This is an optimization exercise on Yosys and OpenROAD, whose aim is small area, not a production implementation. In this exercise RTL edits were held to simulation tests only and were not proved equivalent to the original. Power and IR drop assume default switching activity.

## red
==> flow/design.v <==
package ahb_pkg;
        typedef logic [31:0] word_t;
endpackage
package bridge_cfg_pkg;
        typedef logic [3:0] slave_sel_t;
endpackage
module bc_oai22 (input logic a1, input logic a2, input logic b1, input logic b2, output logic y);
        assign y = ~((a1 | a2) & (b1 | b2));
endmodule
module bc_or4 (input logic a, input logic b, input logic c, input logic d, output logic y);
        assign y = a | b | c | d;
endmodule
module bc_or5 (input logic a, input logic b, input logic c, input logic d, input logic e, output logic y);
        assign y = a | b | c | d | e;
endmodule
module bc_nand2 (input logic a, input logic b, output logic y);
        assign y = ~(a & b);
endmodule
module bc_nor2 (input logic a, input logic b, output logic y);
        assign y = ~(a | b);
endmodule
module slave_decoder
(
        input  logic [31:0]     h,       
        input  logic [31:0]     nb,      
        input  logic [31:0]     nl,      
        input  logic            rst_f,
        input  logic            rst_hit,
        output logic            sel
);
        logic [16:0]    c_lo;            
        bd_maj2o u_lo0 (.a1(h[0]), .b1(nb[0]), .a2(h[1]), .b2(nb[1]), .y(c_lo[1]));
        for (genvar q = 1; q < 16; q++)
        begin : g_lo
                bd_maj2 u (.a1(h[2 * q]), .b1(nb[2 * q]), .a2(h[2 * q + 1]), .b2(nb[2 * q + 1]),
                           .c(c_lo[q]), .y(c_lo[q + 1]));
        end
        logic [31:0]    sn;
        logic [31:0]    kn;
        logic [15:0]    nc;              
        bd_maj3 u_k0 (.a(nb[0]), .b(nl[0]), .c(h[0]), .y(kn[0]));
        assign sn[0] = 1'b1;             
        for (genvar j = 1; j < 32; j++)
        begin : g_fa
                bd_fa u (.a(nb[j]), .b(nl[j]), .ci(h[j]), .s(sn[j]), .co(kn[j]));
        end
        bd_maj2o u_hi0 (.a1(sn[1]), .b1(kn[0]), .a2(sn[2]), .b2(kn[1]), .y(nc[1]));
        for (genvar q = 1; q < 15; q++)
        begin : g_hi
                bd_maj2 u (.a1(sn[2 * q + 1]), .b1(kn[2 * q]), .a2(sn[2 * q + 2]), .b2(kn[2 * q + 1]),
                           .c(nc[q]), .y(nc[q + 1]));
        end
        logic hi;
        bd_hi  u_hi  (.a(sn[31]), .b(kn[30]), .c(nc[15]), .d(kn[31]), .y(hi));
        bd_sel u_sel (.rst_f(rst_f), .rst_hit(rst_hit), .c_lo(c_lo[16]), .hi(hi), .sel(sel));
endmodule
module bd_maj2 (input logic a1, input logic b1, input logic a2, input logic b2, input logic c,
                output logic y);
        logic t;
        assign t = (a1 & b1) | (a1 & c) | (b1 & c);
        assign y = (a2 & b2) | (a2 & t) | (b2 & t);
endmodule
module bd_maj2o (input logic a1, input logic b1, input logic a2, input logic b2,
                 output logic y);
        logic t;
        assign t = a1 | b1;
        assign y = (a2 & b2) | (a2 & t) | (b2 & t);
endmodule
module bd_maj3 (input logic a, input logic b, input logic c, output logic y);
        assign y = (a & b) | (a & c) | (b & c);
endmodule
module bd_fa (input logic a, input logic b, input logic ci, output logic s, output logic co);
        assign s  = a ^ b ^ ci;
        assign co = (a & b) | (a & ci) | (b & ci);
endmodule
module bd_hi (input logic a, input logic b, input logic c, input logic d, output logic y);
        assign y = ~(d & ((a & b) | (a & c) | (b & c)));
endmodule
module bd_sel (input logic rst_f, input logic rst_hit, input logic c_lo, input logic hi, output logic sel);
        assign sel = rst_f ? rst_hit : (c_lo & hi);
endmodule
module ahb_bridge_front
(
        input  logic            Hclk,
        input  logic            Hresetn,
        input  logic [1:0]      Htrans,
        input  logic [2:0]      Hsize,
        input  logic [31:0]     Haddr,
        input  logic            Hwrite,
        input  logic [31:0]     Hwdata,
        input  logic            Hreadyin,
        input  logic            Hreadyout_in,
        output logic [1:0]      Hresp,
        output logic            Hreadyout,
        output logic [3:0]      Pselx_out,
        output logic            valid,
        output logic [31:0]     config_reg_data
);
        logic   cfg_hit;
        logic   active;
        logic   addr_phase;
        logic   cfg_wr;
        assign cfg_hit    = ~|Haddr[31:4] & (~Haddr[3] | ~|Haddr[2:0]);
        assign active     = Htrans[1];
        assign addr_phase = Hreadyin & active;
        assign cfg_wr     = Hwrite & cfg_hit;
        logic   err_e;
        logic   err_f;
        logic   p_idle;          
        logic   p_nonseq;        
        logic [2:0] p_size;
        logic   p_write;
        logic   oversize;
        logic   misaligned;
        logic   seq;
        logic   bad;
        logic   error;
        assign seq        = Htrans[1] & Htrans[0];
        assign oversize   = Hsize[2] | (Hsize[1] & Hsize[0]);
        assign misaligned = ~cfg_hit & ((Hsize[0] & Haddr[0]) | (Hsize[1] & (Haddr[1] | Haddr[0])));
        assign bad        = oversize | misaligned |
                            (seq & p_idle) |
                            (seq & p_nonseq & ((Hsize != p_size) | (Hwrite != p_write)));
        assign error      = addr_phase & ~err_e & bad;
        always_ff @(posedge Hclk or negedge Hresetn)
        begin
                if (!Hresetn)
                begin
                        err_e    <= 1'b0;
                        err_f    <= 1'b0;
                        p_idle   <= 1'b1;
                        p_nonseq <= 1'b0;
                end
                else
                begin
                        err_e    <= error | err_f;
                        err_f    <= error;
                        p_idle   <= (Htrans == 2'b00);
                        p_nonseq <= (Htrans == 2'b10);
                end
        end
        always_ff @(posedge Hclk)
        begin
                p_size  <= Hsize;
                p_write <= Hwrite;
        end
        assign Hresp     = {err_e, 1'b0};
        assign Hreadyout = err_e ? ~err_f : (cfg_wr | Hreadyout_in);
        assign valid     = Hreadyin & ~err_e & active & ~cfg_wr;
        logic [3:0]     wr_tgt;          
        logic [3:0]     rd_sel;          
        logic [8:1]     wr_en;
        always_ff @(posedge Hclk or negedge Hresetn)
        begin
                if (!Hresetn)
                        wr_tgt <= 4'd0;
                else
                        wr_tgt <= (addr_phase & cfg_wr) ? Haddr[3:0] : 4'd0;
        end
        always_comb
        begin
                for (int k = 1; k < 8; k++)
                        wr_en[k] = ~err_e & (wr_tgt[2:0] == 3'(k));
                wr_en[8] = ~err_e & wr_tgt[3];
        end
        logic [3:0]     rst_f;
        logic [31:0]    nbase_r [0:3];
        logic [31:0]    nlen_r  [0:3];
        logic [31:0]    bus_b;
        logic [31:0]    bus_l;
        always_ff @(posedge Hclk or negedge Hresetn)
        begin
                if (!Hresetn)
                        rst_f <= 4'hF;
                else
                        for (int i = 0; i < 4; i++)
                                if (wr_en[2 * i + 1] | wr_en[2 * i + 2])
                                        rst_f[i] <= 1'b0;
        end
        assign bus_l = wr_tgt[0] ? 32'h0000_03FF : Hwdata;
        assign bus_b = wr_tgt[0] ? Hwdata :
                       {4'b1000, wr_tgt[3] | (wr_tgt[2] & wr_tgt[1]), wr_tgt[3] | (wr_tgt[2] & ~wr_tgt[1]), 26'd0};
        logic           odd;
        logic           odd_n;
        logic [31:0]    nbus_b;
        logic [31:0]    nbus_l;
        assign odd   = wr_tgt[0];
        assign odd_n = ~wr_tgt[0];
        for (genvar j = 0; j < 32; j++)
        begin : g_bus
                if (j < 10)
                begin : g_l0
                        bc_nor2  u_l (.a(Hwdata[j]), .b(odd), .y(nbus_l[j]));
                end
                else
                begin : g_l1
                        bc_nand2 u_l (.a(Hwdata[j]), .b(odd_n), .y(nbus_l[j]));
                end
                if (j == 31)
                begin : g_b0
                        bc_nor2  u_b (.a(Hwdata[j]), .b(odd_n), .y(nbus_b[j]));
                end
                else if (j == 27 || j == 26)
                begin : g_bx
                        assign nbus_b[j] = ~bus_b[j];
                end
                else
                begin : g_b1
                        bc_nand2 u_b (.a(Hwdata[j]), .b(odd), .y(nbus_b[j]));
                end
        end
        always_ff @(posedge Hclk)
        begin
                for (int i = 0; i < 4; i++)
                begin
                        if (wr_en[2 * i + 1] | (wr_en[2 * i + 2] & rst_f[i]))
                                nbase_r[i] <= nbus_b;
                        if (wr_en[2 * i + 2] | (wr_en[2 * i + 1] & rst_f[i]))
                                nlen_r[i] <= nbus_l;
                end
        end
        always_ff @(posedge Hclk or negedge Hresetn)
        begin
                if (!Hresetn)
                        rd_sel <= 4'd0;
                else if (Hreadyin)
                        rd_sel <= (active & ~Hwrite & cfg_hit) ? Haddr[3:0] : 4'd0;
        end
        logic [8:1]     rsel;
        logic [8:1]     rsel_r;          
        logic [8:1]     rsel_c;          
        logic [31:0]    rd_const;
        always_comb
        begin
                for (int k = 1; k < 8; k++)
                        rsel[k] = ~rd_sel[3] & (rd_sel[2:0] == 3'(k));
                rsel[8] = rd_sel[3];
                for (int i = 0; i < 4; i++)
                begin
                        rsel_r[2 * i + 1] = rsel[2 * i + 1] & ~rst_f[i];
                        rsel_r[2 * i + 2] = rsel[2 * i + 2] & ~rst_f[i];
                        rsel_c[2 * i + 1] = rsel[2 * i + 1] & rst_f[i];
                        rsel_c[2 * i + 2] = rsel[2 * i + 2] & rst_f[i];
                end
                rd_const        = '0;
                rd_const[31]    = rsel_c[1] | rsel_c[3] | rsel_c[5] | rsel_c[7];
                rd_const[27]    = rsel_c[5] | rsel_c[7];
                rd_const[26]    = rsel_c[3] | rsel_c[7];
                rd_const[9:0]   = {10{rsel_c[2] | rsel_c[4] | rsel_c[6] | rsel_c[8]}};
        end
        logic [8:1]     nrsel_r;
        assign nrsel_r = ~rsel_r;
        for (genvar j = 0; j < 32; j++)
        begin : g_rd
                logic x0;
                logic x1;
                logic x2;
                logic x3;
                bc_oai22 u_x0 (.a1(nrsel_r[1]), .a2(nbase_r[0][j]), .b1(nrsel_r[2]), .b2(nlen_r[0][j]), .y(x0));
                bc_oai22 u_x1 (.a1(nrsel_r[3]), .a2(nbase_r[1][j]), .b1(nrsel_r[4]), .b2(nlen_r[1][j]), .y(x1));
                bc_oai22 u_x2 (.a1(nrsel_r[5]), .a2(nbase_r[2][j]), .b1(nrsel_r[6]), .b2(nlen_r[2][j]), .y(x2));
                bc_oai22 u_x3 (.a1(nrsel_r[7]), .a2(nbase_r[3][j]), .b1(nrsel_r[8]), .b2(nlen_r[3][j]), .y(x3));
                if (j == 31 || j == 27 || j == 26 || j < 10)
                begin : g_c
                        bc_or5 u_y (.a(x0), .b(x1), .c(x2), .d(x3), .e(rd_const[j]), .y(config_reg_data[j]));
                end
                else
                begin : g_n
                        bc_or4 u_y (.a(x0), .b(x1), .c(x2), .d(x3), .y(config_reg_data[j]));
                end
        end
        logic           rst_win;
        logic [3:0]     rst_hit;         
        assign rst_win = (Haddr[31:28] == 4'b1000) & (Haddr[25:10] == 16'd0) & ~&Haddr[9:0];
        for (genvar i = 0; i < 4; i++)
        begin : g_dec
                assign rst_hit[i] = rst_win & (Haddr[27:26] == 2'(i));
                slave_decoder u_dec
                (
                        .h       (Haddr),
                        .nb      (nbase_r[i]),
                        .nl      (nlen_r[i]),
                        .rst_f   (rst_f[i]),
                        .rst_hit (rst_hit[i]),
                        .sel     (Pselx_out[i])
                );
        end
endmodule
Settings: LEC_CHECK=0, CAP_MARGIN=10, CORE_MARGIN=2, CORE_UTILIZATION=65, PLACE_DENSITY=0.75, SLEW_MARGIN=10, SYNTH_HIERARCHICAL=1, SYNTH_MINIMUM_KEEP_SIZE=0; clock period 12.0 ns.
standard.sh (not shown) runs the stock make flow with config.mk's settings and CLKGATE_MAP_FILE= SYNTH_SCRIPT=/design/flow/synth_recipe.tcl, a recipe that flattens the netlist after the stock synthesis.
==> flow/flow/run.sh <==
#!/bin/bash
# The standard layout (the standard.sh) with two changes:
#  - port buffers are the smallest buffer cell instead of a delay buffer;
#  - clock tree sinks are clustered in larger groups, without dummy loads.
set -euo pipefail
export BUFFER_PORTS_ARGS="-buffer_cell sky130_fd_sc_hd__buf_1"
export CTS_ARGS="-sink_clustering_enable -repair_clock_nets -sink_clustering_size 18 -sink_clustering_max_diameter 60 -buf_list sky130_fd_sc_hd__clkbuf_8 -dont_use_dummy_load"
bash standard.sh finish > standard_flow.log 2>&1
--- input diff red..purple ---
--- a/flow/design.v
+++ b/flow/design.v
@@ -105,45 +105,46 @@
         assign addr_phase = Hreadyin & active;
         assign cfg_wr     = Hwrite & cfg_hit;
         logic   err_e;
         logic   err_f;
-        logic   p_idle;          
-        logic   p_nonseq;        
-        logic [2:0] p_size;
-        logic   p_write;
         logic   oversize;
         logic   misaligned;
         logic   seq;
+        logic   seq_bad;
         logic   bad;
         logic   error;
+        logic [1:0]     p_k;
+        logic           p_w;
         assign seq        = Htrans[1] & Htrans[0];
         assign oversize   = Hsize[2] | (Hsize[1] & Hsize[0]);
         assign misaligned = ~cfg_hit & ((Hsize[0] & Haddr[0]) | (Hsize[1] & (Haddr[1] | Haddr[0])));
-        assign bad        = oversize | misaligned |
-                            (seq & p_idle) |
-                            (seq & p_nonseq & ((Hsize != p_size) | (Hwrite != p_write)));
+        assign seq_bad    = (p_k == 2'd3) ? p_w : ({p_k, p_w} != {Hsize[1:0], Hwrite});
+        assign bad        = oversize | misaligned | (seq & seq_bad);
         assign error      = addr_phase & ~err_e & bad;
         always_ff @(posedge Hclk or negedge Hresetn)
         begin
                 if (!Hresetn)
                 begin
                         err_e    <= 1'b0;
                         err_f    <= 1'b0;
-                        p_idle   <= 1'b1;
-                        p_nonseq <= 1'b0;
+                        p_k      <= 2'd3;
+                        p_w      <= 1'b1;
                 end
                 else
                 begin
                         err_e    <= error | err_f;
                         err_f    <= error;
-                        p_idle   <= (Htrans == 2'b00);
-                        p_nonseq <= (Htrans == 2'b10);
-                end
-        end
-        always_ff @(posedge Hclk)
-        begin
-                p_size  <= Hsize;
-                p_write <= Hwrite;
+                        if (Htrans == 2'b10 && !oversize)
+                        begin
+                                p_k <= Hsize[1:0];
+                                p_w <= Hwrite;
+                        end
+                        else
+                        begin
+                                p_k <= 2'd3;
+                                p_w <= (Htrans == 2'b00) | (Htrans == 2'b10);
+                        end
+                end
         end
         assign Hresp     = {err_e, 1'b0};
         assign Hreadyout = err_e ? ~err_f : (cfg_wr | Hreadyout_in);
         assign valid     = Hreadyin & ~err_e & active & ~cfg_wr;
- Post-synthesis async set-or-reset flop share: purple vs red up 0.43 points
- Total power grows slightly when moving from red to purple.
- The die outline height on red is in line with that on purple.
- Post-synthesis share of cell area spent on full adders, half adders and majority gates delta (red -> purple): insignificant
- Min clock power across red and purple: red
- Compared with red, in purple net switching power now larger, combinational-cell power consumption went up, fraction of area in registers decreased by 0.31 points relative to the old numbers, total number of nets in the final design did not really move.
- Any difference in area growth from synthesis to layout between purple and red is small enough to ignore.
- Diff red..purple | final non-filler cell area | negligible

[static timing again, ports no longer ideal]
No port has a modelled driver above. Below, the same layouts with a new extraction and two added sets of constraints.
Step 1 assumes that a clkbuf_16 drives the clock port and a buf_2 every other input.
Step 2 times the ports against the registers' clock, not the clock port: input delays grow and output delays shrink by t, the midpoint of the rising clock arrivals with the driver on.
a / b / c = ideal ports / drivers / drivers and shift; a / b = the first two.
| run | t, ns | setup slack, ns | slew at the worst register clock pin (ns) |
|---|---|---|---|
| red | 0.595 | 0.709 / 0.689 / 0.689 | 0.11 / 0.11 |
| purple | 0.607 | 0.594 / 0.555 / 0.555 | 0.12 / 0.12 |
After both steps setup and hold are still met in every run listed. For purple, which loses most, drivers alone change the setup slack by -0.039 ns; drivers and shift together by -0.039 ns.
